From an optimization exercise on the open Yosys and OpenROAD flow, aimed at small area, a short achievable clock period and few clock cycles; shortcuts taken in it are not production practice.
Power figures rest on the tool's default switching activity, not on a simulated workload.

==> module nse_ctrl, before the edit <==
module nse_ctrl (
	input  logic                           clk,
	input  logic                           arst_n,
	input  logic                           handoff,
	output logic                           bk_idle_nxt,
	input  logic [9:0]                     n_i,
	input  logic [24:0]                    so_i,
	input  logic [39:0]                    soo_i,
	input  logic [40:0]                    see_i,
	output logic                           m_tvalid,
	input  logic                           m_tready,
	output logic [nse_pkg::EFF_W-1:0]      m_tdata,
	output logic [nse_pkg::STAT_W-1:0]     m_tuser
);
	typedef enum logic [2:0] {
		B_IDLE = 3'd0,
		B_MUL  = 3'd1,
		B_CHK  = 3'd2,
		B_DIV  = 3'd4,
		B_FIN  = 3'd5,
		B_OUT  = 3'd6
	} bstate_t;
	bstate_t     st_q;
	logic [4:0]  k_q;
	logic [9:0]  n_q;
	logic [51:0] q_q;       
	logic [25:0] xq_q;      
	logic [49:0] pd_q;      
	logic [53:0] pn_q;      
	logic [1:0]  stat_q;
	logic        valid_q, few_q, div_q, chk_q;
	logic        sk_q, top_q;    
	logic [4:0] km1;
	assign km1 = k_q - 5'd1;
	logic [11:0] q_add;
	assign q_add = q_q[51:40] + (q_q[0] ? {2'd0, n_q} : 12'd0) + (q_q[1] ? {1'b0, n_q, 1'b0} : 12'd0);
	logic [11:0] n_add;
	assign n_add = pn_q[53:42] + (pn_q[0] ? {2'd0, n_q} : 12'd0) + (pn_q[1] ? {1'b0, n_q, 1'b0} : 12'd0);
	logic [49:0] so_ext, pd_opa, pd_opb, pd_sum;
	logic        pd_cin;
	assign so_ext = {{25{xq_q[24]}}, xq_q[24:0]};
	assign pd_opa = chk_q ? pd_q : {pd_q[48:0], 1'b0};
	assign pd_opb = chk_q ? q_q[49:0] : (sk_q ? (top_q ? so_ext : ~so_ext) : 50'd0);
	assign pd_cin = !chk_q && sk_q && !top_q;
	assign pd_sum = pd_opa + pd_opb + {49'd0, pd_cin};
	logic [50:0] pn_opb, pn_sum;
	logic        qb, sub_q;
	assign pn_opb = {1'b0, pd_q} ^ {51{sub_q}};
	assign pn_sum = {pn_q[49:0], xq_q[25]} + pn_opb + {50'd0, sub_q};
	assign qb     = !pn_sum[50];
	logic        flat, sat;
	logic [25:0] w;
	logic [23:0] eff;
	assign flat = pd_q == 50'd0;
	assign sat  = xq_q[25] || (xq_q[24] && ((xq_q[23:17] != 7'd0) || (&xq_q[16:0])));
	assign w    = 26'h0020000 - {1'b0, xq_q[24:0]};
	assign eff  = sat ? 24'h800000 : w[24:1];
	always_ff @(posedge clk or negedge arst_n) begin
		if (!arst_n) begin
			st_q    <= B_IDLE;
			valid_q <= 1'b0;
			div_q   <= 1'b0;
			chk_q   <= 1'b0;
			k_q     <= '0;
		end else begin
			case (st_q)
				B_IDLE: if (handoff) begin st_q <= B_MUL; k_q <= 5'd24; end
				B_MUL: begin
					k_q <= (k_q == 5'd0) ? 5'd25 : km1;
					if (k_q == 5'd0) begin st_q <= B_CHK; chk_q <= 1'b1; end
				end
				B_CHK: begin
					st_q  <= B_DIV;
					div_q <= 1'b1;
					chk_q <= 1'b0;
				end
				B_DIV: begin
					k_q <= km1;
					if (k_q == 5'd0 || (k_q == 5'd25 && (few_q || flat))) begin
						st_q  <= B_FIN;
						div_q <= 1'b0;
					end
				end
				B_FIN: begin st_q <= B_OUT; valid_q <= 1'b1; end
				B_OUT: if (m_tready) begin st_q <= B_IDLE; valid_q <= 1'b0; end
				default: st_q <= B_IDLE;
			endcase
		end
	end
	always_ff @(posedge clk) begin
		case (st_q)
			B_IDLE: if (handoff) begin
				n_q   <= n_i;
				few_q <= n_i == 10'd0;
				q_q   <= {12'd0, soo_i};
				pn_q  <= {13'd0, see_i};
				xq_q  <= {1'b0, so_i};
				pd_q  <= '0;
				sk_q  <= so_i[24];
				top_q <= 1'b1;
			end
			B_MUL: begin
				pd_q  <= pd_sum;
				if (k_q >= 5'd5) q_q <= {2'd0, q_add, q_q[39:2]};    
				if (k_q >= 5'd4) pn_q <= {2'd0, n_add, pn_q[41:2]};    
				sk_q  <= (km1 < 5'd25) && xq_q[km1];
				top_q <= 1'b0;
			end
			B_CHK: begin
				pd_q  <= pd_sum;
				pn_q  <= {12'd0, pn_q[50:9]};
				xq_q  <= {pn_q[8:0], 17'd0};
				sub_q <= 1'b1;
			end
			B_DIV: begin
				pn_q  <= {3'd0, pn_sum};
				xq_q  <= {xq_q[24:0], qb};
				sub_q <= qb;
			end
			B_FIN: begin
				stat_q <= few_q ? nse_pkg::STAT_FEW : (flat ? nse_pkg::STAT_FLAT : nse_pkg::STAT_OK);
				xq_q   <= (few_q || flat) ? 26'd0 : {2'b0, eff};
			end
			default: ;
		endcase
	end
	assign bk_idle_nxt = ((st_q == B_IDLE) && !handoff) || ((st_q == B_OUT) && m_tready);
	assign m_tvalid    = valid_q;
	assign m_tdata     = xq_q[23:0];
	assign m_tuser     = stat_q;
endmodule
Settings: LEC_CHECK=0, CAP_MARGIN=20, CORE_MARGIN=2, CORE_UTILIZATION=40, SLEW_MARGIN=20; clock period 12.0 ns.
standard.sh (not shown) runs the stock make flow with config.mk's settings and CLKGATE_MAP_FILE= SYNTH_SCRIPT=/design/flow/synth_recipe.tcl, a recipe that flattens the netlist after the stock synthesis.
==> flow/flow/run.sh <==
#!/bin/bash
# The standard layout (the standard.sh, standard synthesis included) with these layout
# choices:
#  - after the standard synthesis, flow/fa_polarity.py removes inverters between full-adder
#    cells: a full adder is self-dual, so feeding it complemented inputs complements its
#    outputs; it picks adder polarities that need fewer inverters. Registers and every other
#    cell stay as synthesized. The synthesized netlist is kept as 1_2_yosys.standard.v.
#  - timing repair is asked to leave setup slack beyond the clock period's (ORFS's
#    repair_timing reads the margin from SETUP_SLACK_MARGIN);
#  - the port buffers that buffer_ports puts on every input and output are plain buffers
#    (sky130_fd_sc_hd__buf_2, which repair may resize) instead of its default delay cell.
# The clock, the constraints and every other step are the standard flow's.
set -euo pipefail
export SETUP_SLACK_MARGIN=7.9
export BUFFER_PORTS_ARGS="-buffer_cell sky130_fd_sc_hd__buf_2"
R=orfs/results/${FLOW_PLATFORM}/nash_sutcliffe_efficiency_top/base
bash standard.sh synth > standard_synth.log 2>&1
cp "$R/1_2_yosys.v" "$R/1_2_yosys.standard.v"
python3 flow/fa_polarity.py "$R/1_2_yosys.standard.v" "$R/1_2_yosys.v" > fa_polarity.log 2>&1
rm -f "$R/1_synth.odb" "$R/1_synth.sdc"
bash standard.sh > standard_flow.log 2>&1
Other scripts of this flow, unchanged in this note and not shown: flow/flow/fa_polarity.py
Edit:
--- a/flow/design.v
+++ b/flow/design.v
@@ -72,26 +72,32 @@
 	bstate_t     st_q;
 	logic [4:0]  k_q;
 	logic [9:0]  n_q;
-	logic [51:0] q_q;       
+	logic [54:0] q_q;       
 	logic [25:0] xq_q;      
 	logic [49:0] pd_q;      
-	logic [53:0] pn_q;      
+	logic [54:0] pn_q;      
 	logic [1:0]  stat_q;
 	logic        valid_q, few_q, div_q, chk_q;
-	logic        sk_q, top_q;    
+	logic        bm1_q, bm2_q, bneg_q;    
 	logic [4:0] km1;
 	assign km1 = k_q - 5'd1;
-	logic [11:0] q_add;
-	assign q_add = q_q[51:40] + (q_q[0] ? {2'd0, n_q} : 12'd0) + (q_q[1] ? {1'b0, n_q, 1'b0} : 12'd0);
-	logic [11:0] n_add;
-	assign n_add = pn_q[53:42] + (pn_q[0] ? {2'd0, n_q} : 12'd0) + (pn_q[1] ? {1'b0, n_q, 1'b0} : 12'd0);
-	logic [49:0] so_ext, pd_opa, pd_opb, pd_sum;
+	logic [12:0] q_add, n_add;
+	assign q_add = q_q[54:42] + (q_q[0] ? {3'd0, n_q} : 13'd0) + (q_q[1] ? {2'd0, n_q, 1'b0} : 13'd0)
+	             + (q_q[2] ? {1'b0, n_q, 2'b0} : 13'd0);
+	assign n_add = pn_q[54:42] + (pn_q[0] ? {3'd0, n_q} : 13'd0) + (pn_q[1] ? {2'd0, n_q, 1'b0} : 13'd0)
+	             + (pn_q[2] ? {1'b0, n_q, 2'b0} : 13'd0);
+	logic [49:0] so_ext, pd_mag, pd_opa, pd_opb, pd_sum;
 	logic        pd_cin;
 	assign so_ext = {{25{xq_q[24]}}, xq_q[24:0]};
-	assign pd_opa = chk_q ? pd_q : {pd_q[48:0], 1'b0};
-	assign pd_opb = chk_q ? q_q[49:0] : (sk_q ? (top_q ? so_ext : ~so_ext) : 50'd0);
-	assign pd_cin = !chk_q && sk_q && !top_q;
+	assign pd_mag = bm1_q ? so_ext : (bm2_q ? {so_ext[48:0], 1'b0} : 50'd0);
+	assign pd_opa = chk_q ? pd_q : {pd_q[47:0], 2'b0};
+	assign pd_opb = chk_q ? q_q[49:0] : (pd_mag ^ {50{bneg_q}});
+	assign pd_cin = !chk_q && bneg_q;
 	assign pd_sum = pd_opa + pd_opb + {49'd0, pd_cin};
+	logic [28:0] sxe;
+	logic [2:0]  trip;
+	assign sxe  = {{3{xq_q[24]}}, xq_q[24:0], 1'b0};
+	assign trip = (k_q != 5'd0) ? sxe[{km1[3:0], 1'b0} +: 3] : 3'd0;
 	logic [50:0] pn_opb, pn_sum;
 	logic        qb, sub_q;
 	assign pn_opb = {1'b0, pd_q} ^ {51{sub_q}};
@@ -113,7 +119,7 @@
 			k_q     <= '0;
 		end else begin
 			case (st_q)
-				B_IDLE: if (handoff) begin st_q <= B_MUL; k_q <= 5'd24; end
+				B_IDLE: if (handoff) begin st_q <= B_MUL; k_q <= 5'd13; end
 				B_MUL: begin
 					k_q <= (k_q == 5'd0) ? 5'd25 : km1;
 					if (k_q == 5'd0) begin st_q <= B_CHK; chk_q <= 1'b1; end
@@ -141,28 +147,30 @@
 			B_IDLE: if (handoff) begin
 				n_q   <= n_i;
 				few_q <= n_i == 10'd0;
-				q_q   <= {12'd0, soo_i};
-				pn_q  <= {13'd0, see_i};
+				q_q   <= {15'd0, soo_i};
+				pn_q  <= {14'd0, see_i};
 				xq_q  <= {1'b0, so_i};
 				pd_q  <= '0;
-				sk_q  <= so_i[24];
-				top_q <= 1'b1;
+				bm1_q  <= 1'b0;
+				bm2_q  <= 1'b0;
+				bneg_q <= 1'b0;
 			end
 			B_MUL: begin
 				pd_q  <= pd_sum;
-				if (k_q >= 5'd5) q_q <= {2'd0, q_add, q_q[39:2]};    
-				if (k_q >= 5'd4) pn_q <= {2'd0, n_add, pn_q[41:2]};    
-				sk_q  <= (km1 < 5'd25) && xq_q[km1];
-				top_q <= 1'b0;
+				q_q    <= {3'd0, q_add, q_q[41:3]};    
+				pn_q   <= {3'd0, n_add, pn_q[41:3]};
+				bm1_q  <= trip[1] ^ trip[0];
+				bm2_q  <= (trip == 3'b011) || (trip == 3'b100);
+				bneg_q <= !trip[2] && (trip[1] || trip[0]);
 			end
 			B_CHK: begin
 				pd_q  <= pd_sum;
-				pn_q  <= {12'd0, pn_q[50:9]};
+				pn_q  <= {13'd0, pn_q[50:9]};
 				xq_q  <= {pn_q[8:0], 17'd0};
 				sub_q <= 1'b1;
 			end
 			B_DIV: begin
-				pn_q  <= {3'd0, pn_sum};
+				pn_q  <= {4'd0, pn_sum};
 				xq_q  <= {xq_q[24:0], qb};
 				sub_q <= qb;
 			end
- The new run completed with no timing, DRC or antenna violations
- clock-buffer cell count rises by 8
- design area rises by 2.4%
- setup slack loses 45 ps
- non-clock buffer count rises by 18
- power rises by 10%
- synthesized cell count rises by 1.8%
- cell count rises by 1.7%
- die area rises by 2.2%
- global-route usage rises by 0.63 points
- clock power rises by about 5%
- worst hold slack gains 9.9 ps
- routed wire length rises by 4.5%
No functional check of the RTL was part of any run of this note.

## re-timing with driven ports
The flow's constraints put no driver on any port. The routed layouts listed below were extracted and timed again, unchanged, in two steps.
Step 1: set_driving_cell puts a clkbuf_16 on clk and a buf_2 on each other input, an assumption about the parent block.
Step 2, shift: input delay + t, output delay - t, t = (earliest + latest rising clock arrival at the registers) / 2. This alone moves slack from input paths to output paths.
a / b / c = ideal / step 1 / step 2; a / b = the first two.
run	t, ns	setup slack, ns	pins driven straight from the clock port
the first run	0.720	7.865 / 7.865 / 7.865	1
the second run	0.696	7.820 / 7.820 / 7.820	1
After both steps every run listed still meets setup and hold.
